This design comes from an exercise in tuning for small area on the open sky130 flow, not from production work.
RTL that was checked went through simulation tests only; none was proved equivalent to the original.
Only the layout flow was run in runs 5 to 7; the RTL was not checked for function there.
Power is estimated from default activity; no workload was simulated.

[flow/flow/run.sh]
#!/bin/bash
# The standard layout (the standard.sh, unchanged synthesis and steps), with one change:
# the port buffers that global placement inserts are made from the smallest buffer cell.
set -euo pipefail
export BUFFER_PORTS_ARGS="-buffer_cell sky130_fd_sc_hd__buf_1"
bash standard.sh > standard.log 2>&1
[flow/standard.sh]
#!/bin/bash
# synth_recipe.tcl (not shown) runs the flow's synth.tcl, then flattens the netlist and writes it again
# the make line also repeats each setting of config.mk as NAME=value (left out here)
make -C /OpenROAD-flow-scripts/flow DESIGN_CONFIG=/design/flow/config.mk WORK_HOME=/design/flow/orfs CLKGATE_MAP_FILE= SYNTH_SCRIPT=/design/flow/synth_recipe.tcl "${@:-finish}"
[flow/config.mk]
export PLATFORM = sky130hd
export DESIGN_NAME = least_squares_slope_core
export DESIGN_NICKNAME = least_squares_slope_core
export VERILOG_FILES = /design/flow/design.v
export SDC_FILE = /design/flow/constraint.sdc
export NUM_CORES = 4
export LEC_CHECK = 0
export CAP_MARGIN = 20
export CORE_MARGIN = 2
export CORE_UTILIZATION = 40
export CTS_BUF_LIST = sky130_fd_sc_hd__clkbuf_8
export CTS_CLUSTER_DIAMETER = 60
export CTS_CLUSTER_SIZE = 18
export PLACE_DENSITY = 0.6
export SLEW_MARGIN = 20
[flow/constraint.sdc]
create_clock -name core_clock -period 11.0 [get_ports {clk}]
set_input_delay 2.2000 -clock core_clock [delete_from_list [all_inputs] [get_ports {clk}]]
set_output_delay 2.2000 -clock core_clock [all_outputs]
set_load 0.01 [all_outputs]
[flow/design.v]
package lss_pkg;
    localparam int MAX_POINTS  = 1024;
    localparam int SAMPLE_BITS = 16;
    localparam int CNT_W       = $clog2(MAX_POINTS + 1);
    localparam int OUT_W       = 32;
endpackage
module least_squares_slope_core (
    input  logic                                   clk,
    input  logic                                   rst_n,
    input  logic                                   start,
    output logic                                   busy,
    input  logic signed [lss_pkg::SAMPLE_BITS-1:0] x_value,
    input  logic signed [lss_pkg::SAMPLE_BITS-1:0] y_value,
    input  logic                                   last_pair,
    output logic                                   done,
    output logic signed [lss_pkg::OUT_W-1:0]       slope,
    output logic                                   no_spread,
    output logic                                   saturated,
    output logic                                   overflowed,
    output logic [lss_pkg::CNT_W-1:0]              pair_count
);
    localparam logic [4:0] S_CLR   = 5'd0;    
    localparam logic [4:0] S_IDLE  = 5'd1;    
    localparam logic [4:0] S_SUMX  = 5'd2;    
    localparam logic [4:0] S_SUMY  = 5'd3;    
    localparam logic [4:0] S_TXY   = 5'd4;    
    localparam logic [4:0] S_ADDXY = 5'd5;    
    localparam logic [4:0] S_TXX   = 5'd6;    
    localparam logic [4:0] S_ADDXX = 5'd7;    
    localparam logic [4:0] S_DEN0  = 5'd8;    
    localparam logic [4:0] S_DEN1  = 5'd9;    
    localparam logic [4:0] S_NUM0  = 5'd10;   
    localparam logic [4:0] S_NUM1  = 5'd11;   
    localparam logic [4:0] S_ABS   = 5'd12;   
    localparam logic [4:0] S_INIT  = 5'd13;   
    localparam logic [4:0] S_DIV   = 5'd14;   
    localparam logic [4:0] S_FIN1  = 5'd15;   
    localparam logic [4:0] S_FIN2  = 5'd16;   
    logic [3:0]  t;
    logic [4:0]  st;
    logic [4:0]  j;       
    logic        lastp;
    logic [10:0] cnt;
    logic        drop;
    logic        done_r;
    logic [51:0] ra;
    logic [51:0] rb;
    logic [51:0] rc;
    logic [51:0] rd;
    logic [3:0]  ta;
    logic [3:0]  tb;
    logic [3:0]  tc;
    logic [3:0]  td;
    assign ta = ra[3:0];
    assign tb = rb[3:0];
    assign tc = rc[3:0];
    assign td = rd[3:0];
    logic        t_last;
    logic        t_zero;
    assign t_last = (t == 4'd12);
    assign t_zero = (t == 4'd0);
    logic [1:0]  pa;      
    logic [1:0]  pb;      
    logic        pb3;     
    logic        pw3;     
    logic        cy;      
    logic [2:0]  trl;     
    logic [2:0]  trn;     
    logic        sg;      
    logic        rsign;   
    logic        negf;    
    logic        zacc;    
    logic        nzacc;   
    logic        flat_r;
    logic        sat_r;
    logic st_clr, st_idle, st_sumx, st_sumy, st_txy, st_addxy, st_txx, st_addxx;
    logic st_den0, st_den1, st_num0, st_num1, st_abs, st_init, st_div, st_fin1, st_fin2;
    assign st_clr   = (st == S_CLR);
    assign st_idle  = (st == S_IDLE);
    assign st_sumx  = (st == S_SUMX);
    assign st_sumy  = (st == S_SUMY);
    assign st_txy   = (st == S_TXY);
    assign st_addxy = (st == S_ADDXY);
    assign st_txx   = (st == S_TXX);
    assign st_addxx = (st == S_ADDXX);
    assign st_den0  = (st == S_DEN0);
    assign st_den1  = (st == S_DEN1);
    assign st_num0  = (st == S_NUM0);
    assign st_num1  = (st == S_NUM1);
    assign st_abs   = (st == S_ABS);
    assign st_init  = (st == S_INIT);
    assign st_div   = (st == S_DIV);
    assign st_fin1  = (st == S_FIN1);
    assign st_fin2  = (st == S_FIN2);
    logic [3:0] xs;
    assign xs = (t < 4'd2) ? ra[47:44] : rb[39:36];
    logic [3:0] src;
    logic [3:0] topd;
    logic       sgl1;
    always_comb
    begin
        sgl1 = 1'b0;
        case (st)
            S_SUMX, S_TXX:   begin src = xs;        topd = 4'd3;  end
            S_SUMY:          begin src = rd[11:8];  topd = 4'd9;  end
            S_TXY:           begin src = rd[35:32]; topd = 4'd3;  end
            S_ADDXY, S_ADDXX:begin src = td;        topd = 4'd7;  end
            S_DEN0:          begin src = tb;        topd = 4'd10; end
            S_NUM0:          begin src = ta;        topd = 4'd10; end
            S_DEN1, S_NUM1:  begin src = tc;        topd = 4'd6;  sgl1 = 1'b1; end
            S_ABS, S_FIN2:   begin src = tb;        topd = 4'd12; end
            default:         begin src = td;        topd = 4'd12; end
        endcase
    end
    logic [3:0] raw;
    always_comb
    begin
        raw = src;
        if (t > topd)
        begin
            raw = {4{sg}};
        end
        else if (sgl1 && (t == topd))
        begin
            raw = {src[1], src[1], src[1:0]};
        end
        if (st_sumx && (t >= 4'd6))
        begin
            raw = (t == 4'd6) ? {2'b00, raw[1:0]} : 4'd0;
        end
        if (st_sumy && (t < 4'd6))
        begin
            raw = 4'd0;
        end
    end
    logic [2:0]  trip;
    logic [12:0] nsh;
    logic [2:0]  ntrip;
    assign nsh   = {1'b0, cnt, 1'b0};
    assign ntrip = (j < 5'd6) ? nsh[{j[2:0], 1'b0} +: 3] : 3'b000;
    always_comb
    begin
        case (st)
            S_TXY, S_TXX:     trip = trl;
            S_DEN1, S_NUM1:   trip = ~trl;
            S_DEN0, S_NUM0:   trip = ntrip;
            S_ABS, S_FIN2:    trip = {negf, 2'b00};
            S_INIT:           trip = 3'b110;
            S_DIV:            trip = rsign ? 3'b001 : 3'b110;
            S_CLR:            trip = 3'b000;
            default:          trip = 3'b001;
        endcase
    end
    logic d_zero;
    logic d_two;
    logic d_neg;
    assign d_zero = (trip[2] == trip[1]) && (trip[1] == trip[0]);
    assign d_two  = (trip[1] == trip[0]) && (trip[2] != trip[1]);
    assign d_neg  = trip[2] && !d_zero;
    logic [1:0] pbe;
    logic [3:0] mag;
    logic [3:0] opb;
    assign pbe = t_zero ? 2'b00 : pb;
    assign mag = st_sumy ? {raw[1:0], pbe} : d_two ? {raw[2:0], pbe[1]} : raw;
    assign opb = d_zero ? 4'd0 : (d_neg ? ~mag : mag);
    logic [3:0] dtap;
    logic       first;
    logic [3:0] opa;
    logic [1:0] pae;
    logic       bdiv;
    logic       x4;
    always_comb
    begin
        case (st)
            S_ADDXY, S_DIV:                        dtap = ta;
            S_ADDXX, S_NUM0, S_NUM1, S_ABS, S_FIN2: dtap = tb;
            S_SUMX, S_SUMY:                        dtap = tc;
            default:                               dtap = td;
        endcase
    end
    assign x4    = st_txy || st_txx || st_den0 || st_num0 || st_clr;
    assign first = ((st_txy || st_txx) && (j == 5'd6))
                || ((st_den0 || st_num0) && (j == 5'd12)) || st_clr;
    assign pae   = t_zero ? 2'b00 : pa;
    assign bdiv  = rb[15] && !j[4];
    always_comb
    begin
        if (x4)
        begin
            opa = first ? 4'd0 : {dtap[1:0], pae};
        end
        else if (st_div)
        begin
            opa = {dtap[2:0], t_zero ? bdiv : pa[1]};
        end
        else if (st_init)
        begin
            opa = (t < 4'd9) ? rb[19:16] : 4'd0;
        end
        else
        begin
            opa = dtap;
        end
    end
    logic       cin;
    logic       kill;
    logic [2:0] slo;
    logic [2:0] shi;
    logic [3:0] sum;
    assign cin  = t_zero ? d_neg : cy;
    assign kill = st_sumx && (t == 4'd6);
    assign slo  = {1'b0, opa[1:0]} + {1'b0, opb[1:0]} + {2'b00, cin};
    assign shi  = {1'b0, opa[3:2]} + {1'b0, opb[3:2]} + {2'b00, slo[2] && !kill};
    assign sum  = {shi[1:0], slo[1:0]};
    logic [3:0] rotb;
    logic [3:0] cst;
    logic       low11;
    logic       fixed;
    logic       we_a;
    logic       we_b;
    logic       we_c;
    logic       we_d;
    assign low11 = (t < 4'd11);
    assign fixed = flat_r || sat_r;
    assign rotb  = {tb[2:0], t_zero ? !rsign : pb3};
    assign cst   = flat_r ? 4'h0
                 : negf ? ((t == 4'd7) ? 4'h8 : 4'h0)
                 : ((t == 4'd7) ? 4'h7 : 4'hF);
    assign we_a = st_clr || (st_addxy && low11) || st_init || st_div;
    assign we_b = st_clr || (st_addxx && low11) || st_num0 || st_num1 || st_abs
               || (st_fin2 && !fixed);
    assign we_c = st_clr || st_sumx || st_sumy;
    assign we_d = ((st_txy || st_txx) && (t < 4'd8)) || st_den0 || st_den1;
    logic [3:0] ina;
    logic [3:0] inb;
    logic [3:0] inc;
    logic [3:0] ind;
    assign ina = we_a ? sum : ta;
    assign inb = we_b ? sum : (st_div || st_fin1) ? rotb : st_fin2 ? cst : tb;
    assign inc = we_c ? sum : tc;
    assign ind = we_d ? sum : td;
    logic load;
    assign load = st_idle && t_last;
    always_ff @(posedge clk)
    begin
        ra <= {ina, ra[51:4]};
        rb <= {inb, rb[51:4]};
        rc <= {inc, rc[51:4]};
        rd <= {ind, rd[51:4]};
        if (load)
        begin
            ra[51:44] <= x_value[7:0];
            rb[51:44] <= x_value[15:8];
            rd[47:32] <= y_value;
        end
    end
    logic       solve0;
    logic [4:0] u;
    logic [3:0] w;
    logic [2:0] wtrip;
    logic       take;
    assign solve0 = st_den0 || st_num0;
    assign u      = j + (st_num0 ? 5'd13 : 5'd0);
    assign w      = solve0 ? tc : xs;
    assign wtrip  = {u[0] ? w[3:2] : w[1:0], (u[0] ? w[1] : pw3) && (j != 5'd0)};
    assign take   = (solve0 || st_sumy || st_addxy || st_txy || st_txx) && (t == u[4:1]);
    always_ff @(posedge clk)
    begin
        pa  <= dtap[3:2];
        pb  <= raw[3:2];
        pb3 <= tb[3];
        pw3 <= w[3];
        cy  <= shi[2];
        if (t == topd)
        begin
            sg <= sgl1 ? src[1] : src[3];
        end
        if (take)
        begin
            trn <= wtrip;
        end
        if (t_last)
        begin
            trl <= take ? wtrip : trn;
        end
        if (st_num1 && t_last)
        begin
            negf <= sum[3];
        end
        if ((st_init || st_div) && t_last)
        begin
            rsign <= sum[3];
        end
        if (st_init)
        begin
            zacc <= (t_zero ? 1'b0 : zacc) || (td != 4'd0);
            if (t_last)
            begin
                flat_r <= !(zacc || (td != 4'd0));
                sat_r  <= (zacc || (td != 4'd0)) && !sum[3];
            end
        end
        if (st_fin1)
        begin
            if (t < 4'd7)
            begin
                nzacc <= (t_zero ? 1'b0 : nzacc) || (rotb != 4'd0);
            end
            if (t == 4'd7)
            begin
                sat_r <= rotb[3] && (!negf || nzacc || (rotb[2:0] != 3'd0));
            end
        end
    end
    assign busy = !load;
    always_ff @(posedge clk or negedge rst_n)
    begin
        if (!rst_n)
        begin
            t      <= 4'd0;
            st     <= S_CLR;
            done_r <= 1'b0;
        end
        else
        begin
            t      <= t_last ? 4'd0 : t + 4'd1;
            done_r <= st_fin2 && t_last;
            if (t_last)
            begin
                case (st)
                    S_CLR:   st <= S_IDLE;
                    S_IDLE:
                    begin
                        if (start)
                        begin
                            if (!cnt[10])
                            begin
                                st <= S_SUMX;
                            end
                            else if (last_pair)
                            begin
                                st <= S_DEN0;
                            end
                        end
                    end
                    S_SUMX:  st <= S_SUMY;
                    S_SUMY:  st <= S_TXY;
                    S_TXY:   if (j == 5'd31) st <= S_ADDXY;
                    S_ADDXY: st <= S_TXX;
                    S_TXX:   if (j == 5'd31) st <= S_ADDXX;
                    S_ADDXX: st <= lastp ? S_DEN0 : S_IDLE;
                    S_DEN0:  st <= S_DEN1;
                    S_DEN1:  st <= (j == 5'd0) ? S_NUM0 : S_DEN0;
                    S_NUM0:  st <= S_NUM1;
                    S_NUM1:  st <= (j == 5'd0) ? S_ABS : S_NUM0;
                    S_ABS:   st <= S_INIT;
                    S_INIT:  st <= (!(zacc || (td != 4'd0)) || !sum[3]) ? S_FIN2 : S_DIV;
                    S_DIV:   if (j == 5'd31) st <= S_FIN1;
                    S_FIN1:  st <= S_FIN2;
                    default: st <= S_CLR;
                endcase
            end
        end
    end
    always_ff @(posedge clk)
    begin
        if (load)
        begin
            lastp <= last_pair;
        end
        if (st_clr && t_last)
        begin
            cnt  <= '0;
            drop <= 1'b0;
        end
        else if (load && start)
        begin
            if (!cnt[10])
            begin
                cnt <= cnt + 1'b1;
            end
            else
            begin
                drop <= 1'b1;
            end
        end
        if (t_last)
        begin
            case (st)
                S_SUMX:           j <= 5'd7;
                S_TXY:            j <= (j == 5'd31) ? 5'd7 : j - 1'b1;
                S_IDLE, S_ADDXX:  j <= 5'd12;
                S_DEN1:           j <= (j == 5'd0) ? 5'd12 : j - 1'b1;
                S_DEN0, S_NUM0:   j <= j;
                S_INIT:           j <= 5'd0;
                S_DIV:            j <= j + 1'b1;
                default:          j <= j - 1'b1;
            endcase
        end
    end
    assign done       = done_r;
    assign slope      = rb[31:0];
    assign no_spread  = flat_r;
    assign saturated  = sat_r;
    assign overflowed = drop;
    assign pair_count = cnt;
endmodule
==> impl_metrics.env, run 1 <==
export IMPL_path_max_fanout=26
export IMPL_clk_path_buf_depth=3
export IMPL_switching_share=0.237
export IMPL_fin_crit_sh=0.610
export IMPL_maxClockFrequency_mhz=149
export IMPL_synthArstFlopShare=0.0391
export IMPL_hpwl_mm=16.0
export IMPL_synth_top_cell_by_area="dfxtp_1"
export IMPL_insertion_delay_ns=0.56
export IMPL_worstHoldPathCells=0
export IMPL_cts_resized=0
export IMPL_overflow=0
export IMPL_synth_edff_count=15
export IMPL_fp_row_count=55
export IMPL_critical_path_class="register to register"
export IMPL_r2r_slack_ns=4.29
export IMPL_crit_reg2reg_launch="st[3]"
export IMPL_gp_congestion=0.933
export IMPL_ctsHtreeMaxLevel=1
export IMPL_clk_pin_slew_ns=0.10
export IMPL_required_ns=11.43
export IMPL_post_cts_buffers=0
export IMPL_pwr_density_cell_mw_per_mm2=162
export IMPL_leakage_nw=3.95
export IMPL_hp_start="ra[34]"
export IMPL_finalWirelength_mm=22.4
export IMPL_routedWlPerCell_um=18.5
export IMPL_drive_gt1_frac=0.119
export IMPL_synth_cell_type_count=83
export IMPL_outcome="timing/DRC/antenna clean"
export IMPL_setup_viol=0
export IMPL_power_frac_seq=0.594
export IMPL_worstMarginPinSlew_ns=0.924
export IMPL_gr_usage_all_layers=0.183
export IMPL_insertedDiodeCount=0
export IMPL_ys_ff_latch=256
export IMPL_avgViaCountPerCell=5.21
export IMPL_drv_cap=0
export IMPL_antenna_found_initial=0
export IMPL_detail_route_first_pass_iterations=7
export IMPL_syn_nets=895
export IMPL_hold_end="ra[30]"
export IMPL_start_util=0.409
export IMPL_grt_first_pass_wirelength_mm=34.5
export IMPL_vias=6300
export IMPL_slew_headroom=0.382
export IMPL_yosysWarnings=1
export IMPL_synthCells=838
export IMPL_synth_main_ff_cell="dfxtp_1"
export IMPL_die_area_sq_mm=0.0246
export IMPL_drc=0
export IMPL_setup_tns_final_ns=0
export IMPL_rr_endpoint="st[2]"
export IMPL_fin_crit_ns=6.71
export IMPL_cp_start_kind="register"
export IMPL_clkSinkCount=256
export IMPL_ys_top_cells_by_area="dfxtp_1, edfxtp_1, mux2_2"
export IMPL_p_int_mw=1.26
export IMPL_pin_count=84
export IMPL_portBuffers=83
export IMPL_critPathCaptureType="register"
export IMPL_cts_tree="yes"
export IMPL_die_height_um=157
export IMPL_dp_cells=1174
export IMPL_pwr_share_comb=0.055
export IMPL_grt_max_degree=44
export IMPL_core_area_sq_mm=0.0228
export IMPL_peakVddDrop_mv=0.192
export IMPL_drt_iter0_drc=525
export IMPL_finalNetCount=944
export IMPL_final_util=0.446
export IMPL_critical_path_arrival_ns=7.14
export IMPL_cts_hold_buf=0
export IMPL_rsz0062_at_grt="no"
export IMPL_fin_skew_ns=0.0365
export IMPL_reg2regPathDepth=22
export IMPL_min_path_type="register to register"
export IMPL_numCtsBuffers=22
export IMPL_synth_common_cells="dfxtp_1, nand2_1, nor2_1"
export IMPL_ys_seq_area_frac=0.571
export IMPL_grt_pass1_vias=6035
export IMPL_clock_tree_root_cell="clkbuf_8"
export IMPL_syn_area_per_cell_sq_um=11.1
export IMPL_pwr_share_clk=0.351
export IMPL_final_cells=1209
export IMPL_ant_nets=0
export IMPL_synth_top_cell_area_share=0.496
export IMPL_switchingPower_mw=0.390
export IMPL_areaGrowthSynthToFinish_pct=8.99
export IMPL_syn_area_sq_mm=0.00933
export IMPL_report_final_slew_viol_count=0
export IMPL_synth_most_common_cell="dfxtp_1"
export IMPL_die_x_um=157
export IMPL_hold_viol_final=0
per-layer routing:
layer | part of all wire | track usage | wire [um] | vias up
met5 | 0 | 0 | 0 | -
met4 | 0.023 | 0.0472 | 505 | 0
met3 | 0.075 | 0.0354 | 1670 | 35
met2 | 0.44 | 0.288 | 9860 | 262
met1 | 0.46 | 0.260 | 10300 | 2958
li1 | - | - | - | 3045
worst max path at each step:
stage | startpoint | endpoint | slack [ns]
final | st[3] | st[2] | 4.29
after global routing | st[3] | st[2] | 3.90
after CTS | st[2] | st[2] | 4.05
after detailed placement | st[2] | st[2] | 4.11
after global placement | st[2] | st[2] | 4.28
after floorplan | st[4] | st[2] | 5.32
cells by family (layout without fill, tap and decap cells):
logic type | after synthesis | after routing | synth area share
flip-flops | 256 | 256 | 0.571
AND/OR/NAND/NOR | 218 | 218 | 0.129
AO/OA/AOI/OAI | 187 | 187 | 0.135
buffers and inverters | 82 | 140 | 0.0513
multiplexers | 57 | 57 | 0.0661
adder cells (fa/ha/maj) | 21 | 21 | 0.0314
XOR/XNOR | 17 | 17 | 0.0160
through the flow:
step	setup WS, ns	total power [mW]	instance area [sq um]	hold WS [ns]
6_report	4.29	1.65	10200	0.315
5_1_grt	3.90	1.72	10200	0.318
4_1_cts	4.05	1.67	10100	0.319
3_5_place_dp	4.11	1.09	9650	0.312
3_3_place_gp	4.28	1.09	9650	0.310
2_1_floorplan	5.32	1.06	9330	0.310
final cells by class:
| type | instances | area [sq um] |
|---|---|---|
| fill | 2202 | 12600 |
| sequential | 256 | 5330 |
| multi-input combinational | 500 | 3520 |
| tap | 313 | 392 |
| timing repair buffer | 90 | 382 |
| clock buffer | 22 | 303 |
| clock inverter | 11 | 176 |
| inverter | 17 | 63.8 |
flip-flops by register name (all words and copies together) (netlist names), 3 cells and up:
name / cells
rc: 52
j: 5
st: 5
cnt: 11
t: 4
trn: 3
rd: 52
ra: 52
trl: 3
rb: 52
cell usage in the layout, fill, tap and decap left out, types with 11 or more instances in the layout:
master and n:
a21oi_1 43, buf_1 83, clkbuf_8 22, dfxtp_1 231, edfxtp_1 15, ha_1 17
inv_1 17, mux2_2 37, mux2i_1 20, nand2_1 59, nand3_1 15, nor2_1 54
nor3_1 11, o21ai_0 42, xor2_1 11
power by group through the flow:
stage | Sequential (mW) | Clock (mW) | Combinational, mW
finish | 0.980 | 0.578 | 0.0904
global route | 0.984 | 0.634 | 0.0988
CTS | 0.981 | 0.602 | 0.0896
detailed placement | 1.00 | 0 | 0.0887
global placement | 1.00 | 0 | 0.0891
floorplan | 0.997 | 0 | 0.0650
critical path, stage by stage (launching register included):
cell	delay [ns]
dfrtp_1	0.70
nor2b_1	0.64
nor2_1	0.11
or2_2	0.34
a21oi_1	0.15
ha_1	0.26
o211a_1	0.14
o21ai_0	0.40
o21ai_0	0.19
a211oi_1	0.32
nand3_1	0.12
o311ai_1	0.13
mux2i_1	0.16
fa_1	0.49
fa_1	0.39
o41a_1	0.14
fa_1	0.38
fa_1	0.61
nand2b_1	0.21
o22ai_1	0.12
a221oi_1	0.22
nor2_1	0.07
mux2_2	0.28
==> inputs of run 2 (changes only) <==
--- a/flow/config.mk
+++ b/flow/config.mk
@@ -8,8 +8,8 @@
 export CAP_MARGIN = 20
 export CORE_MARGIN = 2
-export CORE_UTILIZATION = 40
+export CORE_UTILIZATION = 60
 export CTS_BUF_LIST = sky130_fd_sc_hd__clkbuf_8
-export CTS_CLUSTER_DIAMETER = 60
-export CTS_CLUSTER_SIZE = 18
-export PLACE_DENSITY = 0.6
+export CTS_CLUSTER_DIAMETER = 50
+export CTS_CLUSTER_SIZE = 15
+export PLACE_DENSITY = 0.75
 export SLEW_MARGIN = 20
==> run 2 against run 1 <==
Hold slack better by 0.012 ns. Highest routed layer unchanged. Still clean. Via count is 3.3% higher. Cell area is 2.2% lower. Power is 2.2% lower. Die area is 33% lower. Synthesized area stayed put. Sequential power hardly changed. Critical path type unchanged.
==> impl_metrics.env, run 2 <==
export IMPL_outcome="timing/DRC/antenna clean"
export IMPL_vias=6508
export IMPL_grt_pass1_vias=6374
export IMPL_cp_start_kind="register"
export IMPL_placed_area_sq_mm=0.00950
export IMPL_syn_nets=895
export IMPL_fin_crit_ns=6.70
export IMPL_areaGrowthSynthToFinish_pct=6.64
export IMPL_routed_wl_met2_mm=11.4
export IMPL_grt_first_pass_wirelength_mm=36.0
export IMPL_final_common_cell="dfxtp_1"
export IMPL_report_final_slew_viol_count=0
export IMPL_ys_ff_latch=256
export IMPL_core_area_sq_mm=0.0152
export IMPL_insertedDiodeCount=0
export IMPL_rr_endpoint="st[2]"
export IMPL_reg2regPathDepth=22
export IMPL_ys_top_cells_by_area="dfxtp_1, edfxtp_1, mux2_2"
export IMPL_clk_path_buf_depth=3
export IMPL_synth_common_cells="dfxtp_1, nand2_1, nor2_1"
export IMPL_syn_area_per_cell_sq_um=11.1
export IMPL_gp_congestion=0.964
export IMPL_clkSinkCount=256
export IMPL_numCtsBuffers=24
export IMPL_slew_headroom=0.329
export IMPL_design_area_sq_mm=0.00994
export IMPL_pin_count=84
export IMPL_drv_cap=0
export IMPL_hp_start="rc[8]"
export IMPL_avgViaCountPerCell=5.99
export IMPL_synth_top_cell_area_share=0.496
export IMPL_peakVddDrop_mv=0.153
export IMPL_ctsHtreeMaxLevel=1
export IMPL_drive_gt1_frac=0.118
export IMPL_min_path_type="register to register"
export IMPL_synthArstFlopShare=0.0391
export IMPL_hold_end="rc[4]"
export IMPL_fp_row_count=45
export IMPL_critPathCaptureType="register"
export IMPL_routedWlPerCell_um=21.7
export IMPL_ys_seq_area_frac=0.571
export IMPL_setup_tns_final_ns=0
export IMPL_synth_cell_type_count=83
export IMPL_portBuffers=83
export IMPL_overflow=0
export IMPL_critical_path_class="register to register"
export IMPL_clk_pin_slew_ns=0.09
export IMPL_die_area_sq_mm=0.0166
export IMPL_pwr_density_cell_mw_per_mm2=162
export IMPL_die_x_um=129
export IMPL_worstHoldPathCells=0
export IMPL_cts_resized=0
export IMPL_synth_most_common_cell="dfxtp_1"
export IMPL_crit_reg2reg_launch="st[3]"
export IMPL_worstMarginPinSlew_ns=1.00
export IMPL_drt_iter0_drc=564
export IMPL_gr_usage_all_layers=0.288
export IMPL_fin_crit_sh=0.609
export IMPL_setup_viol=0
export IMPL_cts_tree="yes"
export IMPL_layout_common_cells="dfxtp_1, buf_1, nand2_1, nor2_1, a21oi_1"
export IMPL_maxClockFrequency_mhz=149
export IMPL_r2r_slack_ns=4.30
export IMPL_insertion_delay_ns=0.58
export IMPL_hold_viol_final=0
export IMPL_path_max_fanout=26
export IMPL_finalNetCount=946
export IMPL_synth_edff_count=15
export IMPL_leakage_nw=3.94
export IMPL_finalWirelength_mm=23.6
export IMPL_cts_hold_buf=0
export IMPL_die_height_um=129
export IMPL_synthCells=838
export IMPL_synth_main_ff_cell="dfxtp_1"
export IMPL_rsz0062_at_grt="no"
export IMPL_ant_nets=0
export IMPL_syn_area_sq_mm=0.00933
export IMPL_fin_skew_ns=0.0368
export IMPL_yosysWarnings=1
export IMPL_synth_top_cell_by_area="dfxtp_1"
export IMPL_critical_path_arrival_ns=7.13
export IMPL_clock_tree_root_cell="clkbuf_8"
export IMPL_hpwl_mm=17.3
export IMPL_grt_max_degree=44
export IMPL_drc=0
export IMPL_required_ns=11.43
export IMPL_start_util=0.613
export IMPL_dr_max_layer_used="met4"
export IMPL_wl_met3_mm=1.59
export IMPL_detail_route_first_pass_iterations=5
export IMPL_post_cts_buffers=0
export IMPL_drt_met1_wl_mm=9.67
export IMPL_antenna_found_initial=0
[run 2: cell types whose count changed in the layout (fill, tap and decap cells not counted), sizes merged]
cell	change
buf	-1
inv	+4
bufinv	-2
clkinv	-1
clkbuf	+3
[run 2: power by group]
part	switching, mW	internal, mW	leakage [nW]	total [mW]
Combinational	0.0575	0.0361	1.55	0.0936
Sequential	0.0128	0.969	2.15	0.982
Clock	0.321	0.216	0.242	0.537
[run 2: logic make-up (layout without fill, tap and decap cells)]
logic type	Yosys count	after routing	synth area share
DFF	256	256	0.571
and+or+nand+nor	218	218	0.129
AOI/OAI and AO/OA	187	187	0.135
buffers and inverters	82	143	0.0513
muxes	57	57	0.0661
adders and majority gates	21	21	0.0314
xor gates and xnor gates	17	17	0.0160
[run 2: final cells by class]
class	count	area (sq um)
flip-flops and latches	256	5330
clock inverters	12	106
fillers	1181	5260
well taps	188	235
multi-input cells	500	3520
inverters	17	63.8
repair buffers	90	362
clock buffers	24	330
[run 2: stage by stage]
step / utilization / setup WS (ns) / instances / hold slack [ns] / power [mW]
after floorplan: - / 5.32 / 838 / 0.310 / 1.06
after global placement: 0.625 / 4.58 / 1050 / 0.310 / 1.09
after detailed placement: 0.625 / 4.50 / 1050 / 0.312 / 1.09
after CTS: 0.654 / 4.50 / 1086 / 0.330 / 1.62
after global routing: 0.654 / 3.94 / 1087 / 0.330 / 1.67
final: 0.654 / 4.30 / 1087 / 0.327 / 1.61
[run 2: critical path, stage by stage, from the launching register on]
cell and delay (ns):
dfrtp_1 0.70, nor2b_1 0.64, nor2_1 0.12, or2_2 0.32, a21oi_1 0.21, ha_1 0.28, o211a_1 0.14, o21ai_0 0.36
o21ai_0 0.17, a211oi_1 0.31, nand3_1 0.12, o311ai_1 0.12, mux2i_1 0.15, fa_1 0.48, fa_1 0.39, o41a_1 0.13
fa_1 0.39, fa_1 0.63, nand2b_1 0.22, o22ai_1 0.13, a221oi_1 0.24, nor2_1 0.07, mux2_2 0.27
[run 2: how the worst max path moves through the flow]
stage                     start  endpoint  slack (ns)
final                     st[3]     st[2]        4.30
after floorplan           st[4]     st[2]        5.32
after detailed placement  st[3]     st[2]        4.50
after global routing      st[3]     st[2]        3.94
after global placement    st[3]     st[2]        4.58
after CTS                 st[3]     st[2]        4.50
[run 2: metal layers]
layer | GRT usage | vias to the layer above
li1 | - | 3040
met1 | 0.375 | 3119
met2 | 0.481 | 279
met3 | 0.0511 | 70
met4 | 0.109 | 0
met5 | 0 | -
==> inputs of run 3 (changes only) <==
--- a/flow/config.mk
+++ b/flow/config.mk
@@ -6,4 +6,5 @@
 export NUM_CORES = 4
 export LEC_CHECK = 0
+export ABC_AREA = 1
 export CAP_MARGIN = 20
 export CORE_MARGIN = 2
==> run 3 against run 2 <==
Combinational power decreased by 4.6%. Sequential cell count unchanged. Worst setup slack improved by 0.42 ns. Still clean on timing, DRC and antenna. Clock power decreased by 9.9%. Critical path type unchanged. Die area decreased by 1.5%. Highest routed layer unchanged.
==> impl_metrics.env, run 3 <==
export IMPL_synth_edff_count=15
export IMPL_avgViaCountPerCell=5.42
export IMPL_synth_top_cell_area_share=0.504
export IMPL_start_util=0.609
export IMPL_synthArstFlopShare=0.0391
export IMPL_pwr_density_cell_mw_per_mm2=163
export IMPL_ant_nets=0
export IMPL_drv_cap=0
export IMPL_insertedDiodeCount=0
export IMPL_r2r_slack_ns=4.73
export IMPL_cts_resized=0
export IMPL_required_ns=11.46
export IMPL_die_area_sq_mm=0.0163
export IMPL_layout_common_cells="nand2_1, dfxtp_1, nor2_1, inv_1, buf_1"
export IMPL_syn_area_per_cell_sq_um=9.06
export IMPL_worstMarginPinSlew_ns=0.759
export IMPL_peakVddDrop_mv=0.169
export IMPL_power_total_mw=1.60
export IMPL_synthCells=1013
export IMPL_critPathSlowestCell="fa_1"
export IMPL_setup_tns_final_ns=0
export IMPL_die_height_um=128
export IMPL_ctsHtreeMaxLevel=1
export IMPL_outcome="timing/DRC/antenna clean"
export IMPL_design_area_sq_mm=0.00984
export IMPL_place_ws_ns=4.86
export IMPL_syn_area_sq_mm=0.00918
export IMPL_ys_seq_area_frac=0.580
export IMPL_synth_top_cell_by_area="dfxtp_1"
export IMPL_portBuffers=83
export IMPL_path_max_fanout=7
export IMPL_insertion_delay_ns=0.54
export IMPL_leakage_nw=4.33
export IMPL_pin_count=84
export IMPL_hpwl_mm=17.2
export IMPL_grt_first_pass_wirelength_mm=34.7
export IMPL_drc=0
export IMPL_finalNetCount=1136
export IMPL_rr_endpoint="st[3]"
export IMPL_clk_path_buf_depth=3
export IMPL_drt_iter0_drc=535
export IMPL_syn_nets=1070
export IMPL_core_area_sq_mm=0.0151
export IMPL_critical_path_class="register to register"
export IMPL_gp_congestion=0.961
export IMPL_path_common_cell="nor2_1"
export IMPL_cts_tree="yes"
export IMPL_crit_end="st[3]"
export IMPL_die_x_um=128
export IMPL_slew_headroom=0.490
export IMPL_synth_cell_type_count=52
export IMPL_fp_row_count=45
export IMPL_areaGrowthSynthToFinish_pct=7.13
export IMPL_setup_slack_ns=4.73
export IMPL_critPathCaptureType="register"
export IMPL_placed_area_sq_mm=0.00946
export IMPL_clock_tree_root_cell="clkbuf_8"
export IMPL_antenna_found_initial=0
export IMPL_routedWlPerCell_um=17.5
export IMPL_yosysWarnings=1
export IMPL_setup_viol=0
export IMPL_detail_route_first_pass_iterations=5
export IMPL_overflow=0
export IMPL_report_final_slew_viol_count=0
export IMPL_final_common_cell="nand2_1"
export IMPL_min_path_type="register to register"
export IMPL_clk_pin_slew_ns=0.10
export IMPL_critPathMaxStageDelay_ns=0.76
export IMPL_grt_max_degree=41
export IMPL_reg2regPathDepth=31
export IMPL_numCtsBuffers=22
export IMPL_grt_pass1_vias=6353
export IMPL_fin_crit_sh=0.570
export IMPL_crit_reg2reg_launch="st[2]"
export IMPL_ys_top_cells_by_area="dfxtp_1, nand2_1, edfxtp_1"
export IMPL_rsz0062_at_grt="no"
export IMPL_hold_viol_final=0
export IMPL_critical_path_arrival_ns=6.73
export IMPL_holdWs_ns=0.319
export IMPL_cp_start_kind="register"
export IMPL_fin_skew_ns=0.0243
export IMPL_synth_common_cells="nand2_1, dfxtp_1, nor2_1"
export IMPL_finalWirelength_mm=22.3
export IMPL_synth_main_ff_cell="dfxtp_1"
export IMPL_fin_crit_ns=6.27
export IMPL_ys_ff_latch=256
export IMPL_gr_usage_all_layers=0.277
export IMPL_maxClockFrequency_mhz=159
export IMPL_synth_most_common_cell="nand2_1"
export IMPL_drive_gt1_frac=0.0781
export IMPL_vias=6922
export IMPL_cts_hold_buf=0
export IMPL_startpoint="st[2]"
export IMPL_post_cts_buffers=0
export IMPL_clkSinkCount=256
## run 3: cell types whose count changed after synthesis, sizes merged, moves of 16 or more
| cell | previous run | this run |
|---|---|---|
| buf | 51 | 35 |
| inv | 17 | 95 |
| nand3 | 15 | 52 |
| nand2 | 61 | 245 |
| mux2i | 20 | 1 |
| o21ai | 45 | 65 |
| mux2 | 37 | 3 |
| nor2 | 56 | 102 |
## run 3: layer usage
metal	vias to the layer above	GRT usage	wire, um
li1	3393	-	-
met1	3190	0.400	10300
met2	296	0.437	9930
met3	43	0.0405	1530
met4	0	0.0827	575
met5	-	0	0
## run 3: logic make-up after synthesis
| family | synth area share |
|---|---|
| mux | 0.00477 |
| buf+inv | 0.0710 |
| fa+ha+maj | 0.0319 |
| xor+xnor | 0.0114 |
| compound gates | 0.0891 |
| flops | 0.580 |
| simple gates | 0.212 |
## run 3: cell type report
cell class,instances,area [sq um]
inverter,97,364
tap,188,235
clock inverter,10,56.3
multi-input combinational,616,3210
sequential,256,5330
clock buffer,23,317
timing repair buffer,86,334
fill,1302,5250
## run 3: how the worst min path moves through the flow
stage,startpoint,end,slack (ns),cells after the start
6_report,ra[12],ra[8],0.32,0
5_1_grt,ra[12],ra[8],0.33,0
4_1_cts,ra[5],ra[1],0.32,0
3_5_place_dp,ra[5],ra[1],0.31,0
3_3_place_gp,rc[10],rc[6],0.31,0
2_1_floorplan,ra[4],ra[0],0.31,0
## run 3: critical path: cells and delay by family, from the launching register on
family | cells | cell delay [ns]
AOI/OAI and AO/OA | 10 | 1.23
adders and majority gates | 5 | 2.25
buffers and inverters | 4 | 0.44
DFF | 1 | 0.47
and+or+nand+nor | 12 | 1.79
## run 3: stage by stage
| stage | utilization | cells |
|---|---|---|
| floorplan | - | 1013 |
| global placement | 0.627 | 1243 |
| detailed placement | 0.627 | 1243 |
| CTS | 0.652 | 1276 |
| global route | 0.652 | 1276 |
| finish | 0.652 | 1276 |
## run 3: report_power, final
part	switching, mW	internal, mW
clock network	0.287	0.196
logic	0.0607	0.0286
registers	0.0214	1.01
==> inputs of run 4 (changes only) <==
--- a/flow/config.mk
+++ b/flow/config.mk
@@ -9,8 +9,8 @@
 export CAP_MARGIN = 20
 export CORE_MARGIN = 2
-export CORE_UTILIZATION = 60
+export CORE_UTILIZATION = 75
 export CTS_BUF_LIST = sky130_fd_sc_hd__clkbuf_8
 export CTS_CLUSTER_DIAMETER = 50
 export CTS_CLUSTER_SIZE = 15
-export PLACE_DENSITY = 0.75
+export PLACE_DENSITY = 0.85
 export SLEW_MARGIN = 20
==> run 4 against run 3 <==
Still clean on timing, DRC and antenna. Clock skew is essentially flat. Sequential cell count is the same. Cell area shrank 0.39%. Sequential share of layout area grew 0.21 points. Global-route usage grew 9.6 points. Power grew 2.3%. Register-to-register slack lost 0.10 ns. Maximum frequency shrank 1.6%. Worst setup slack lost 0.10 ns. Hold slack gained 0.0021 ns. Count of clock-buffer cells in the layout grew 2. Critical path type unchanged. Largest power group unchanged.
==> impl_metrics.env, run 4 <==
export IMPL_areaGrowthSynthToFinish_pct=6.70
export IMPL_finalWirelength_mm=24.4
export IMPL_core_area_sq_mm=0.0120
export IMPL_insertedDiodeCount=0
export IMPL_finalNetCount=1136
export IMPL_required_ns=11.44
export IMPL_final_common_cell="nand2_1"
export IMPL_grt_first_pass_wirelength_mm=37.2
export IMPL_hpwl_mm=18.2
export IMPL_routedWlPerCell_um=19.8
export IMPL_synth_top_cell_area_share=0.504
export IMPL_synth_top_cell_by_area="dfxtp_1"
export IMPL_synth_edff_count=15
export IMPL_die_area_sq_mm=0.0131
export IMPL_drv_cap=0
export IMPL_ctsHtreeMaxLevel=1
export IMPL_hold_viol_final=0
export IMPL_path_max_fanout=7
export IMPL_synth_most_common_cell="nand2_1"
export IMPL_ys_top_cells_by_area="dfxtp_1, nand2_1, edfxtp_1"
export IMPL_setup_tns_final_ns=0
export IMPL_hold_end="ra[6]"
export IMPL_switching_share=0.239
export IMPL_synth_cell_type_count=52
export IMPL_hp_start="ra[10]"
export IMPL_peakVddDrop_mv=0.153
export IMPL_worstMarginPinSlew_ns=0.837
export IMPL_clock_tree_root_cell="clkbuf_8"
export IMPL_maxClockFrequency_mhz=157
export IMPL_yosysWarnings=1
export IMPL_r2r_slack_ns=4.63
export IMPL_drt_iter0_drc=1019
export IMPL_design_area_sq_mm=0.00980
export IMPL_numCtsBuffers=22
export IMPL_post_cts_buffers=0
export IMPL_critPathMaxStageDelay_ns=0.75
export IMPL_outcome="timing/DRC/antenna clean"
export IMPL_antenna_found_initial=1
export IMPL_overflow=0
export IMPL_layout_common_cells="nand2_1, dfxtp_1, nor2_1, inv_1, buf_1"
export IMPL_report_final_slew_viol_count=0
export IMPL_reg2regPathDepth=29
export IMPL_synthArstFlopShare=0.0391
export IMPL_fin_skew_ns=0.0239
export IMPL_synthCells=1013
export IMPL_ys_ff_latch=256
export IMPL_grt_max_degree=41
export IMPL_insertion_delay_ns=0.54
export IMPL_power_total_mw=1.64
export IMPL_pwr_density_cell_mw_per_mm2=167
export IMPL_fp_row_count=40
export IMPL_clkSinkCount=256
export IMPL_gp_congestion=1.03
export IMPL_cts_hold_buf=0
export IMPL_crit_reg2reg_launch="st[2]"
export IMPL_rr_endpoint="st[3]"
export IMPL_pin_count=84
export IMPL_avgViaCountPerCell=5.97
export IMPL_p_int_mw=1.25
export IMPL_pwr_share_clk=0.311
export IMPL_start_util=0.768
export IMPL_portBuffers=83
export IMPL_rsz0062_at_grt="no"
export IMPL_critical_path_arrival_ns=6.81
export IMPL_clk_pin_slew_ns=0.11
export IMPL_die_x_um=115
export IMPL_syn_area_sq_mm=0.00918
export IMPL_pwr_share_comb=0.057
export IMPL_fin_crit_sh=0.579
export IMPL_final_util=0.819
export IMPL_drc=0
export IMPL_cts_resized=0
export IMPL_critPathSlowestCell="fa_1"
export IMPL_placed_area_sq_mm=0.00941
export IMPL_synth_main_ff_cell="dfxtp_1"
export IMPL_detail_route_first_pass_iterations=10
export IMPL_ant_nets=0
export IMPL_switchingPower_mw=0.392
export IMPL_leakage_nw=4.33
export IMPL_drive_gt1_frac=0.0783
export IMPL_grt_pass1_vias=7227
export IMPL_cp_start_kind="register"
export IMPL_gr_usage_all_layers=0.373
export IMPL_clk_path_buf_depth=3
export IMPL_critPathCaptureType="register"
export IMPL_synth_common_cells="nand2_1, dfxtp_1, nor2_1"
export IMPL_path_common_cell="nor2_1"
export IMPL_vias=7362
export IMPL_setup_viol=0
export IMPL_fin_crit_ns=6.37
export IMPL_die_height_um=115
export IMPL_syn_area_per_cell_sq_um=9.06
export IMPL_worstHoldPathCells=0
export IMPL_slew_headroom=0.442
export IMPL_cts_tree="yes"
export IMPL_critical_path_class="register to register"
export IMPL_syn_nets=1070
export IMPL_ys_seq_area_frac=0.580
export IMPL_min_path_type="register to register"
export IMPL_power_frac_seq=0.632
[run 4: final cells by class]
cell class / count / area, sq um
clock buffer: 25 / 344
timing repair buffer: 86 / 334
inverter: 97 / 364
sequential: 256 / 5330
multi-input combinational: 616 / 3210
tap: 147 / 184
fill: 716 / 2160
clock inverter: 6 / 41.3
[run 4: cells by family after synthesis]
| logic type | after synthesis | share of synthesized area |
|---|---|---|
| buffers and inverters | 141 | 0.0710 |
| xor gates and xnor gates | 12 | 0.0114 |
| adders and majority gates | 21 | 0.0319 |
| muxes | 4 | 0.00477 |
| AOI/OAI and AO/OA | 141 | 0.0891 |
| and+or+nand+nor | 438 | 0.212 |
| DFF | 256 | 0.580 |
[run 4: worst max path at each step]
stage,cells past startpoint,start,endpoint,slack (ns)
6_report,29,st[2],st[3],4.63
5_1_grt,29,st[2],st[3],4.24
4_1_cts,29,st[2],st[3],4.79
3_5_place_dp,31,st[2],st[3],4.81
3_3_place_gp,31,st[2],st[3],5.04
2_1_floorplan,31,st[2],st[3],5.82
[run 4: per-stage QoR]
step	std cells	worst slack, ns	hold slack [ns]
3_3_place_gp	1202	5.04	0.310
2_1_floorplan	1013	5.82	0.310
6_report	1233	4.63	0.321
4_1_cts	1233	4.79	0.328
5_1_grt	1233	4.24	0.326
3_5_place_dp	1202	4.81	0.312
[run 4: per-layer routing]
metal	track usage	vias to the layer above	part of all wire
li1	-	3395	-
met1	0.465	3365	0.37
met2	0.614	473	0.47
met3	0.0799	127	0.098
met4	0.192	2	0.055
met5	0	-	0.00053
[run 4: critical path, delay by kind of cell, from the launching register on]
kind,cells,cell delay [ns]
and+or+nand+nor,11,1.72
DFF,1,0.47
adders and majority gates,5,2.17
buffers and inverters,4,0.42
AOI/OAI and AO/OA,9,1.49
[run 4: power groups by stage]
stage	clock, mW	sequential, mW	combinational (mW)
3_5_place_dp	0	1.05	0.0879
4_1_cts	0.512	1.03	0.0891
5_1_grt	0.544	1.04	0.0989
3_3_place_gp	0	1.05	0.0837
6_report	0.510	1.03	0.0930
2_1_floorplan	0	1.04	0.0627
==> inputs of run 5 (changes only) <==
--- a/flow/design.v
+++ b/flow/design.v
@@ -41,5 +41,5 @@
     logic [4:0]  j;       
     logic        lastp;
-    logic [10:0] cnt;
+    logic [12:0] nr;      
     logic        drop;
     logic        done_r;
@@ -135,8 +135,5 @@
     end
     logic [2:0]  trip;
-    logic [12:0] nsh;
-    logic [2:0]  ntrip;
-    assign nsh   = {1'b0, cnt, 1'b0};
-    assign ntrip = (j < 5'd6) ? nsh[{j[2:0], 1'b0} +: 3] : 3'b000;
+    logic        ncy;     
     always_comb
     begin
@@ -144,5 +141,5 @@
             S_TXY, S_TXX:     trip = trl;
             S_DEN1, S_NUM1:   trip = ~trl;
-            S_DEN0, S_NUM0:   trip = ntrip;
+            S_DEN0, S_NUM0:   trip = trn;
             S_ABS, S_FIN2:    trip = {negf, 2'b00};
             S_INIT:           trip = 3'b110;
@@ -240,4 +237,6 @@
     assign inc = we_c ? sum : tc;
     assign ind = we_d ? sum : td;
+    logic nin_c;
+    assign nin_c = t_zero ? 1'b1 : ncy;
     logic load;
     assign load = st_idle && t_last;
@@ -276,11 +275,36 @@
             sg <= sgl1 ? src[1] : src[3];
         end
-        if (take)
+        if (solve0)
         begin
-            trn <= wtrip;
+            if (take)
+            begin
+                trl <= wtrip;
+            end
         end
-        if (t_last)
+        else if (st_den1 || st_num1)
         begin
-            trl <= take ? wtrip : trn;
+            if ((({1'b0, t} + 5'd1) == {j[3:0], 1'b0}) && (j != 5'd0))
+            begin
+                trn <= {nr[0], nr[12], nr[11]};
+            end
+            else if (t_last && (j == 5'd0))
+            begin
+                trn <= 3'b000;
+            end
+        end
+        else
+        begin
+            if (take)
+            begin
+                trn <= wtrip;
+            end
+            if (t_last)
+            begin
+                trl <= take ? wtrip : trn;
+                if (st_addxx || st_idle)
+                begin
+                    trn <= 3'b000;
+                end
+            end
         end
         if (st_num1 && t_last)
@@ -334,5 +358,5 @@
                         if (start)
                         begin
-                            if (!cnt[10])
+                            if (!nr[11])
                             begin
                                 st <= S_SUMX;
@@ -371,18 +395,12 @@
         if (st_clr && t_last)
         begin
-            cnt  <= '0;
             drop <= 1'b0;
         end
-        else if (load && start)
+        else if (load && start && nr[11])
         begin
-            if (!cnt[10])
-            begin
-                cnt <= cnt + 1'b1;
-            end
-            else
-            begin
-                drop <= 1'b1;
-            end
+            drop <= 1'b1;
         end
+        nr  <= {st_clr ? 1'b0 : st_sumx ? (nr[0] ^ nin_c) : nr[0], nr[12:1]};
+        ncy <= nr[0] && nin_c;
         if (t_last)
         begin
@@ -404,4 +422,4 @@
     assign saturated  = sat_r;
     assign overflowed = drop;
-    assign pair_count = cnt;
+    assign pair_count = nr[10:0];
 endmodule
--- a/flow/config.mk
+++ b/flow/config.mk
@@ -9,8 +9,8 @@
 export CAP_MARGIN = 20
 export CORE_MARGIN = 2
-export CORE_UTILIZATION = 75
+export CORE_UTILIZATION = 60
 export CTS_BUF_LIST = sky130_fd_sc_hd__clkbuf_8
 export CTS_CLUSTER_DIAMETER = 50
 export CTS_CLUSTER_SIZE = 15
-export PLACE_DENSITY = 0.85
+export PLACE_DENSITY = 0.75
 export SLEW_MARGIN = 20
==> run 5 against run 4 <==
Still clean on timing, DRC and antenna. Combinational power rose by 11%. Clock skew rose by 0.00085 ns. Synthesized area fell by 0.55%. Highest routed layer is now met4. Core utilization fell by 17 points. Maximum frequency rose by 4.1%. Largest power group unchanged. Die area rose by 23%. Clock power rose by 16%. Final cell count rose by 2.5%. Sequential power barely moved. Sequential share of layout area rose by 0.81 points.
==> impl_metrics.env, run 5 <==
export IMPL_synth_adder_area_share=0.0321
export IMPL_pin_count=84
export IMPL_met3_usage=0.0519
export IMPL_synthCells=1010
export IMPL_synth_top_cell_by_area="dfxtp_1"
export IMPL_hpwl_mm=16.1
export IMPL_placed_area_sq_mm=0.00932
export IMPL_path_common_cell="nand2_1"
export IMPL_overflow=0
export IMPL_critPathCaptureType="register"
export IMPL_core_area_sq_mm=0.0150
export IMPL_ys_seq_area_frac=0.593
export IMPL_critical_path_arrival_ns=6.54
export IMPL_maxClockFrequency_mhz=163
export IMPL_start_util=0.607
export IMPL_detail_route_first_pass_iterations=5
export IMPL_die_height_um=127
export IMPL_final_util=0.653
export IMPL_synth_simple_area_share=0.190
export IMPL_grt_first_pass_wirelength_mm=33.3
export IMPL_final_common_cell="nand2_1"
export IMPL_pwr_density_cell_mw_per_mm2=179
export IMPL_finalNetCount=1121
export IMPL_grtUsageMet2=0.412
export IMPL_finalWirelength_mm=21.6
export IMPL_clk_pin_slew_ns=0.10
export IMPL_synth_area_mux_share=0.00110
export IMPL_synthArstFlopShare=0.0386
export IMPL_setup_tns_final_ns=0
export IMPL_antenna_found_initial=0
export IMPL_grt_pass1_vias=6205
export IMPL_syn_area_sq_mm=0.00913
export IMPL_fin_crit_ns=6.12
export IMPL_cts_tree="yes"
export IMPL_min_path_type="register to register"
export IMPL_clkSinkCount=259
export IMPL_numCtsBuffers=24
export IMPL_portBuffers=83
export IMPL_synth_most_common_cell="nand2_1"
export IMPL_routedWlPerCell_um=17.1
export IMPL_avgViaCountPerCell=5.30
export IMPL_leakage_nw=4.46
export IMPL_die_x_um=127
export IMPL_gr_usage_all_layers=0.266
export IMPL_synth_main_ff_cell="dfxtp_1"
export IMPL_fp_row_count=45
export IMPL_synth_compound_area_frac=0.0866
export IMPL_power_total_mw=1.76
export IMPL_fin_crit_sh=0.556
export IMPL_areaGrowthSynthToFinish_pct=7.51
export IMPL_drive_gt1_frac=0.0623
export IMPL_synth_edff_count=18
export IMPL_hold_viol_final=0
export IMPL_cp_start_kind="register"
export IMPL_post_cts_buffers=0
export IMPL_syn_nets=1067
export IMPL_cts_resized=0
export IMPL_gp_congestion=1.03
export IMPL_fin_skew_ns=0.0247
export IMPL_setup_viol=0
export IMPL_path_max_fanout=8
export IMPL_gr_max_usage_layer="met2"
export IMPL_peakVddDrop_mv=0.123
export IMPL_syn_area_per_cell_sq_um=9.04
export IMPL_p_int_mw=1.35
export IMPL_die_area_sq_mm=0.0162
export IMPL_switching_share=0.233
export IMPL_outcome="timing/DRC/antenna clean"
export IMPL_design_area_sq_mm=0.00982
export IMPL_rsz0062_at_grt="no"
export IMPL_ant_nets=0
export IMPL_synth_top_cell_area_share=0.506
export IMPL_ys_ff_latch=259
export IMPL_clk_path_buf_depth=3
export IMPL_synth_xor_area_frac=0.0115
export IMPL_clock_tree_root_cell="clkbuf_8"
export IMPL_insertion_delay_ns=0.55
export IMPL_ctsHtreeMaxLevel=1
export IMPL_pwr_share_comb=0.059
export IMPL_worstMarginPinSlew_ns=0.833
export IMPL_synth_common_cells="nand2_1, dfxtp_1, inv_1"
export IMPL_ys_top_cells_by_area="dfxtp_1, nand2_1, edfxtp_1"
export IMPL_holdWs_ns=0.315
export IMPL_switchingPower_mw=0.410
export IMPL_layout_common_cells="nand2_1, dfxtp_1, inv_1, nor2_1, buf_1"
export IMPL_cts_hold_buf=0
export IMPL_grt_max_degree=37
export IMPL_drc=0
export IMPL_power_frac_seq=0.604
export IMPL_slew_headroom=0.444
export IMPL_report_final_slew_viol_count=0
export IMPL_required_ns=11.42
export IMPL_yosysWarnings=1
export IMPL_synth_cell_type_count=45
export IMPL_drv_cap=0
export IMPL_critical_path_class="register to register"
export IMPL_synth_top_family_by_area="simple AND/OR/NAND/NOR gates"
export IMPL_use_met1=0.364
export IMPL_pwr_share_clk=0.338
export IMPL_insertedDiodeCount=0
export IMPL_critPathSlowestCell="fa_1"
export IMPL_drt_iter0_drc=614
export IMPL_vias=6699
export IMPL_critPathMaxStageDelay_ns=0.66
## run 5: changes by cell type after synthesis, moves of 4 or more
cell and change:
o22ai_1 +4, nor3_1 -14, inv_2 -11, buf_4 +12, nor2_4 -5, o211ai_1 -4, nand2_1 +5, inv_1 +23
## run 5: metal layers
layer	routed length, um	up-vias
met5	0	-
met4	1030	0
met3	1710	68
met2	9380	308
met1	9510	3027
li1	-	3296
## run 5: critical path: cells and delay by family, from the launching register on
kind / cells / cell delay, ns
adder cells (fa/ha/maj): 5 / 2.11
flip-flops: 1 / 0.46
AND/OR/NAND/NOR: 17 / 1.97
buffers and inverters: 6 / 0.67
AO/OA/AOI/OAI: 5 / 0.75
## run 5: area by class of cell
cell class,count,area (sq um)
Multi-Input combinational cell,586,2930
Inverter,108,405
Clock buffer,27,372
Fill cell,1291,5220
Clock inverter,11,131
Tap cell,188,235
Sequential cell,259,5420
Timing Repair Buffer,85,327
## run 5: cell families (layout without fill, tap and decap cells)
kind of cell | after synthesis | in the layout
AO/OA/AOI/OAI | 140 | 140
adder cells (fa/ha/maj) | 21 | 21
XOR/XNOR | 12 | 12
buffers and inverters | 165 | 231
flip-flops | 259 | 259
multiplexers | 1 | 1
AND/OR/NAND/NOR | 412 | 412
## run 5: power groups by stage
stage	Clock, mW	Combinational, mW	Sequential [mW]
3_3_place_gp	0	0.0997	1.08
4_1_cts	0.605	0.100	1.06
3_5_place_dp	0	0.100	1.08
5_1_grt	0.642	0.114	1.07
6_report	0.593	0.103	1.06
2_1_floorplan	0	0.0782	1.07
## run 5: final timing paths
path / to / start / slack (ns) / depth (start not counted)
min in group asynchronous: st[3] / rst_n / 1.63 / 1
setup / recovery: st[3] / st[0] / 4.88 / 33
hold reg to reg: ra[12] / ra[16] / 0.32 / 0
hold / removal: ra[12] / ra[16] / 0.32 / 0
max in group asynchronous: t[2] / rst_n / 8.94 / 1
setup reg to reg: st[3] / st[0] / 4.88 / 33
## run 5: per-stage QoR
step                      setup slack, ns  cells
after floorplan                      6.00   1010
after global placement               5.19   1226
after detailed placement             4.96   1226
after CTS                            4.95   1264
after global routing                 4.31   1264
final                                4.88   1264
==> inputs of run 6 (changes only) <==
==> flow/flow/run.sh (replaced) <==
#!/bin/bash
# The standard layout (the standard.sh, unchanged synthesis and steps), with two changes:
# the port buffers that global placement inserts are made from the smallest buffer cell, and
# clock tree synthesis inserts no dummy loads.
set -euo pipefail
export BUFFER_PORTS_ARGS="-buffer_cell sky130_fd_sc_hd__buf_1"
export CTS_ARGS="-sink_clustering_enable -repair_clock_nets -dont_use_dummy_load -buf_list sky130_fd_sc_hd__clkbuf_8 -sink_clustering_size 15 -sink_clustering_max_diameter 50"
bash standard.sh > standard.log 2>&1
==> run 6 against run 5 <==
Count of clock-buffer cells in the layout down 3. Sequential share of layout area up 0.99 points. First-iteration DRC count down 4.6%. Register-to-register slack better by 0.04 ns. Combinational power about the same. Critical path type unchanged. Final cell count down 1.1%. Via count up 0.10%.
==> impl_metrics.env, run 6 <==
export IMPL_finalWirelength_mm=21.4
export IMPL_place_ws_ns=4.96
export IMPL_clk_path_buf_depth=3
export IMPL_fin_skew_ns=0.0508
export IMPL_worstHoldPathCells=0
export IMPL_routedWlPerCell_um=17.1
export IMPL_drc=0
export IMPL_outcome="timing/DRC/antenna clean"
export IMPL_vias=6706
export IMPL_synth_cell_type_count=45
export IMPL_hold_viol_final=0
export IMPL_hold_end="rc[42]"
export IMPL_final_cells=1250
export IMPL_pin_count=84
export IMPL_avgViaCountPerCell=5.36
export IMPL_synth_top_cell_by_area="dfxtp_1"
export IMPL_crit_family="adder cells"
export IMPL_drv_cap=0
export IMPL_syn_area_sq_mm=0.00913
export IMPL_synth_top_cell_area_share=0.506
export IMPL_syn_area_per_cell_sq_um=9.04
export IMPL_r2r_slack_ns=4.92
export IMPL_critPathCaptureType="register"
export IMPL_cts_hold_buf=0
export IMPL_drt_iter0_drc=586
export IMPL_crit_buf_inv=6
export IMPL_leakage_nw=4.37
export IMPL_grt_pass1_vias=6192
export IMPL_synthCells=1010
export IMPL_n_fill_cell=1299
export IMPL_synth_most_common_cell="nand2_1"
export IMPL_crit_reg2reg_launch="st[0]"
export IMPL_critical_path_arrival_ns=6.49
export IMPL_grt_max_degree=37
export IMPL_clock_tree_root_cell="clkbuf_8"
export IMPL_post_cts_buffers=0
export IMPL_hpwl_mm=16.1
export IMPL_insertedDiodeCount=0
export IMPL_holdWs_ns=0.292
export IMPL_core_area_sq_mm=0.0150
export IMPL_setup_tns_final_ns=0
export IMPL_pwr_density_cell_mw_per_mm2=169
export IMPL_rr_endpoint="st[3]"
export IMPL_fin_crit_sh=0.553
export IMPL_die_area_sq_mm=0.0162
export IMPL_die_height_um=127
export IMPL_detail_route_first_pass_iterations=5
export IMPL_portBuffers=83
export IMPL_yosysWarnings=1
export IMPL_worstMarginPinSlew_ns=0.837
export IMPL_critPathSlowestCell="fa_1"
export IMPL_layout_common_cells="nand2_1, dfxtp_1, inv_1, nor2_1, buf_1"
export IMPL_cts_resized=0
export IMPL_setup_viol=0
export IMPL_finalNetCount=1121
export IMPL_drive_gt1_frac=0.0527
export IMPL_ys_top_cells_by_area="dfxtp_1, nand2_1, edfxtp_1"
export IMPL_critical_path_class="register to register"
export IMPL_setup_slack_ns=4.92
export IMPL_critPathMaxStageDelay_ns=0.64
export IMPL_rsz0062_at_grt="no"
export IMPL_path_common_cell="nand2_1"
export IMPL_cp_start_kind="register"
export IMPL_die_x_um=127
export IMPL_required_ns=11.41
export IMPL_antenna_found_initial=0
export IMPL_final_common_cell="nand2_1"
export IMPL_clkSinkCount=259
export IMPL_cts_tree="yes"
export IMPL_reg2regPathDepth=33
export IMPL_peakVddDrop_mv=0.112
export IMPL_maxClockFrequency_mhz=164
export IMPL_path_max_fanout=8
export IMPL_grt_first_pass_wirelength_mm=33.2
export IMPL_numCtsBuffers=24
export IMPL_start_util=0.607
export IMPL_critical_path_depth=33
export IMPL_slew_headroom=0.442
export IMPL_ys_ff_latch=259
export IMPL_dp_cells=1226
export IMPL_report_final_slew_viol_count=0
export IMPL_gp_congestion=1.03
export IMPL_fp_row_count=45
export IMPL_ant_nets=0
export IMPL_ctsHtreeMaxLevel=1
export IMPL_syn_nets=1067
export IMPL_areaGrowthSynthToFinish_pct=5.62
export IMPL_synth_main_ff_cell="dfxtp_1"
export IMPL_synth_edff_count=18
export IMPL_clk_pin_slew_ns=0.09
export IMPL_overflow=0
export IMPL_insertion_delay_ns=0.55
export IMPL_min_path_type="register to register"
export IMPL_fin_crit_ns=6.08
export IMPL_ys_seq_area_frac=0.593
export IMPL_hp_start="rc[46]"
export IMPL_synthArstFlopShare=0.0386
export IMPL_final_util=0.642
export IMPL_gr_usage_all_layers=0.265
export IMPL_synth_common_cells="nand2_1, dfxtp_1, inv_1"
-- run 6: how the worst max path moves through the flow --
stage	slack [ns]	from	end
after floorplan	6.00	st[0]	st[4]
final	4.92	st[0]	st[3]
after CTS	4.95	st[0]	st[3]
after detailed placement	4.96	st[0]	st[3]
after global routing	4.31	st[0]	st[3]
after global placement	5.19	st[0]	st[4]
-- run 6: layout make-up --
type / count / area, sq um / area share
flip-flops and latches: 259 / 5420 / 0.561
multi-input cells: 586 / 2930 / 0.304
inverters: 108 / 405 / 0.0420
clock buffers: 24 / 330 / 0.0342
repair buffers: 85 / 327 / 0.0339
well taps: 188 / 235 / 0.0244
-- run 6: power breakdown --
part	internal, mW	switching [mW]	leakage [nW]
Clock	0.195	0.277	0.173
Sequential	1.03	0.0257	2.20
Combinational	0.0332	0.0689	2.00
Total	1.26	0.372	4.37
-- run 6: cell families (layout without fill, tap and decap cells) --
group | Yosys count | count (layout) | share of synthesized area
buffers and inverters | 165 | 217 | 0.0862
adder cells (fa/ha/maj) | 21 | 21 | 0.0321
flip-flops | 259 | 259 | 0.593
multiplexers | 1 | 1 | 0.00110
AO/OA/AOI/OAI | 140 | 140 | 0.0866
AND/OR/NAND/NOR | 412 | 412 | 0.190
XOR/XNOR | 12 | 12 | 0.0115
-- run 6: per-stage QoR --
stage          instance area, sq um  power (mW)
6_report                       9650        1.63
5_1_grt                        9650        1.70
4_1_cts                        9650        1.65
3_5_place_dp                   9320        1.18
3_3_place_gp                   9320        1.18
2_1_floorplan                  9130        1.15
-- run 6: layer usage --
| layer | share of wire | vias up | track usage |
|---|---|---|---|
| met5 | 0 | - | 0 |
| met4 | 0.053 | 0 | 0.126 |
| met2 | 0.43 | 301 | 0.405 |
| li1 | - | 3282 | - |
| met1 | 0.43 | 3052 | 0.365 |
| met3 | 0.086 | 71 | 0.0528 |
-- run 6: worst reg2reg max path, delay by kind of cell, from the launching register on --
kind,cells,cell delay [ns]
and+or+nand+nor,17,1.96
DFF,1,0.46
buffers and inverters,6,0.67
adders and majority gates,5,2.09
AOI/OAI and AO/OA,5,0.76
==> inputs of run 7 (changes only) <==
--- a/flow/config.mk
+++ b/flow/config.mk
@@ -7,10 +7,7 @@
 export LEC_CHECK = 0
 export ABC_AREA = 1
-export CAP_MARGIN = 20
+export CAP_MARGIN = 5
 export CORE_MARGIN = 2
 export CORE_UTILIZATION = 60
-export CTS_BUF_LIST = sky130_fd_sc_hd__clkbuf_8
-export CTS_CLUSTER_DIAMETER = 50
-export CTS_CLUSTER_SIZE = 15
 export PLACE_DENSITY = 0.75
-export SLEW_MARGIN = 20
+export SLEW_MARGIN = 5
==> run 7 against run 6 <==
Sequential cell count unchanged. Clock power barely moved. Worst setup slack unchanged. Final cell count stayed put. Still clean on timing, DRC and antenna. Hold slack did not move.
==> impl_metrics.env, run 7 <==
export IMPL_outcome="timing/DRC/antenna clean"
export IMPL_routedWlPerCell_um=17.1
export IMPL_setup_tns_final_ns=0
export IMPL_post_cts_buffers=0
export IMPL_hpwl_mm=16.1
export IMPL_syn_area_per_cell_sq_um=9.04
export IMPL_core_area_sq_mm=0.0150
export IMPL_worstMarginPinSlew_ns=0.837
export IMPL_clk_path_buf_depth=3
export IMPL_crit_buf_inv=6
export IMPL_finalWirelength_mm=21.4
export IMPL_syn_nets=1067
export IMPL_yosysWarnings=1
export IMPL_die_area_sq_mm=0.0162
export IMPL_synth_main_ff_cell="dfxtp_1"
export IMPL_final_cells=1250
export IMPL_ys_top_cells_by_area="dfxtp_1, nand2_1, edfxtp_1"
export IMPL_cp_start_kind="register"
export IMPL_synth_top_cell_by_area="dfxtp_1"
export IMPL_hold_viol_final=0
export IMPL_drive_gt1_frac=0.0527
export IMPL_clock_tree_root_cell="clkbuf_8"
export IMPL_rsz0062_at_grt="no"
export IMPL_ant_nets=0
export IMPL_cts_resized=0
export IMPL_synth_top_cell_area_share=0.506
export IMPL_switching_share=0.227
export IMPL_critical_path_class="register to register"
export IMPL_synthCells=1010
export IMPL_gp_congestion=1.03
export IMPL_fin_crit_ns=6.08
export IMPL_dp_cells=1226
export IMPL_gr_usage_all_layers=0.265
export IMPL_grt_max_degree=37
export IMPL_clkSinkCount=259
export IMPL_portBuffers=83
export IMPL_switchingPower_mw=0.372
export IMPL_detail_route_first_pass_iterations=5
export IMPL_drt_iter0_drc=586
export IMPL_syn_area_sq_mm=0.00913
export IMPL_clk_pin_slew_ns=0.09
export IMPL_start_util=0.607
export IMPL_overflow=0
export IMPL_grt_pass1_vias=6192
export IMPL_ys_ff_latch=259
export IMPL_synth_cell_type_count=45
export IMPL_pin_count=84
export IMPL_pwr_share_comb=0.062
export IMPL_numCtsBuffers=24
export IMPL_grt_first_pass_wirelength_mm=33.2
export IMPL_final_common_cell="nand2_1"
export IMPL_power_total_mw=1.63
export IMPL_pwr_density_cell_mw_per_mm2=169
export IMPL_die_height_um=127
export IMPL_ys_seq_area_frac=0.593
export IMPL_leakage_nw=4.37
export IMPL_critPathSlowestCell="fa_1"
export IMPL_fp_row_count=45
export IMPL_fin_skew_ns=0.0508
export IMPL_synth_common_cells="nand2_1, dfxtp_1, inv_1"
export IMPL_power_frac_seq=0.649
export IMPL_drc=0
export IMPL_min_path_type="register to register"
export IMPL_slew_headroom=0.442
export IMPL_pwr_share_clk=0.289
export IMPL_critPathMaxStageDelay_ns=0.64
export IMPL_crit_family="adder cells"
export IMPL_areaGrowthSynthToFinish_pct=5.62
export IMPL_finalNetCount=1121
export IMPL_p_int_mw=1.26
export IMPL_required_ns=11.41
[run 7: cell counts in the layout (fill, tap and decap cells not counted)]
Identical to the previous run, type by type.
[run 7: layout make-up]
| class | count | area, sq um |
|---|---|---|
| Fill cell | 1299 | 5390 |
| Multi-Input combinational cell | 586 | 2930 |
| Tap cell | 188 | 235 |
| Timing Repair Buffer | 85 | 327 |
| Clock buffer | 24 | 330 |
| Sequential cell | 259 | 5420 |
| Inverter | 108 | 405 |
[run 7: routing by layer]
metal	GRT usage	vias to the layer above	share of wire
met5	0	-	0
met4	0.126	0	0.053
met3	0.0528	71	0.086
met2	0.405	301	0.43
met1	0.365	3052	0.43
li1	-	3282	-
[run 7: power by group through the flow]
stage / clock network, mW / logic [mW] / registers [mW]
floorplan: 0 / 0.0782 / 1.07
global placement: 0 / 0.0997 / 1.08
detailed placement: 0 / 0.100 / 1.08
CTS: 0.483 / 0.100 / 1.06
global route: 0.518 / 0.114 / 1.07
finish: 0.472 / 0.102 / 1.06
[run 7: cells by family (layout without fill, tap and decap cells)]
family,after synthesis,after routing,share of synthesized area
adder cells (fa/ha/maj),21,21,0.0321
multiplexers,1,1,0.00110
buffers and inverters,165,217,0.0862
XOR/XNOR,12,12,0.0115
AO/OA/AOI/OAI,140,140,0.0866
flip-flops,259,259,0.593
AND/OR/NAND/NOR,412,412,0.190
[run 7: worst paths after layout]
path	slack, ns	start	endpoint	cells past startpoint
min in group asynchronous	1.63	rst_n	st[3]	1
worst min register to register	0.29	rc[46]	rc[42]	0
max in group asynchronous	8.92	rst_n	t[2]	1
worst min-delay path	0.29	rc[46]	rc[42]	0
worst max-delay path	4.92	st[0]	st[3]	33
worst max register to register	4.92	st[0]	st[3]	33
[run 7: worst reg2reg max path, delay by kind of cell, from the launching register on]
kind | cells | cell delay [ns]
adders and majority gates | 5 | 2.09
and+or+nand+nor | 17 | 1.96
AOI/OAI and AO/OA | 5 | 0.76
buffers and inverters | 6 | 0.67
DFF | 1 | 0.46
[run 7: through the flow]
step / setup WS (ns) / area [sq um] / util / hold slack [ns]
after floorplan: 6.00 / 9130 / - / 0.310
after global placement: 5.19 / 9320 / 0.620 / 0.310
after detailed placement: 4.96 / 9320 / 0.620 / 0.312
after CTS: 4.95 / 9650 / 0.642 / 0.294
after global routing: 4.31 / 9650 / 0.642 / 0.302
final: 4.92 / 9650 / 0.642 / 0.292

Re-timed with assumed drivers on the ports (clkbuf_16 on the clock, buf_2 on other inputs), run 7 has 4.920 ns of setup slack against 4.920 ns with ideal ports, and 4.920 ns once port delays also move by the mid clock arrival of 0.564 ns.
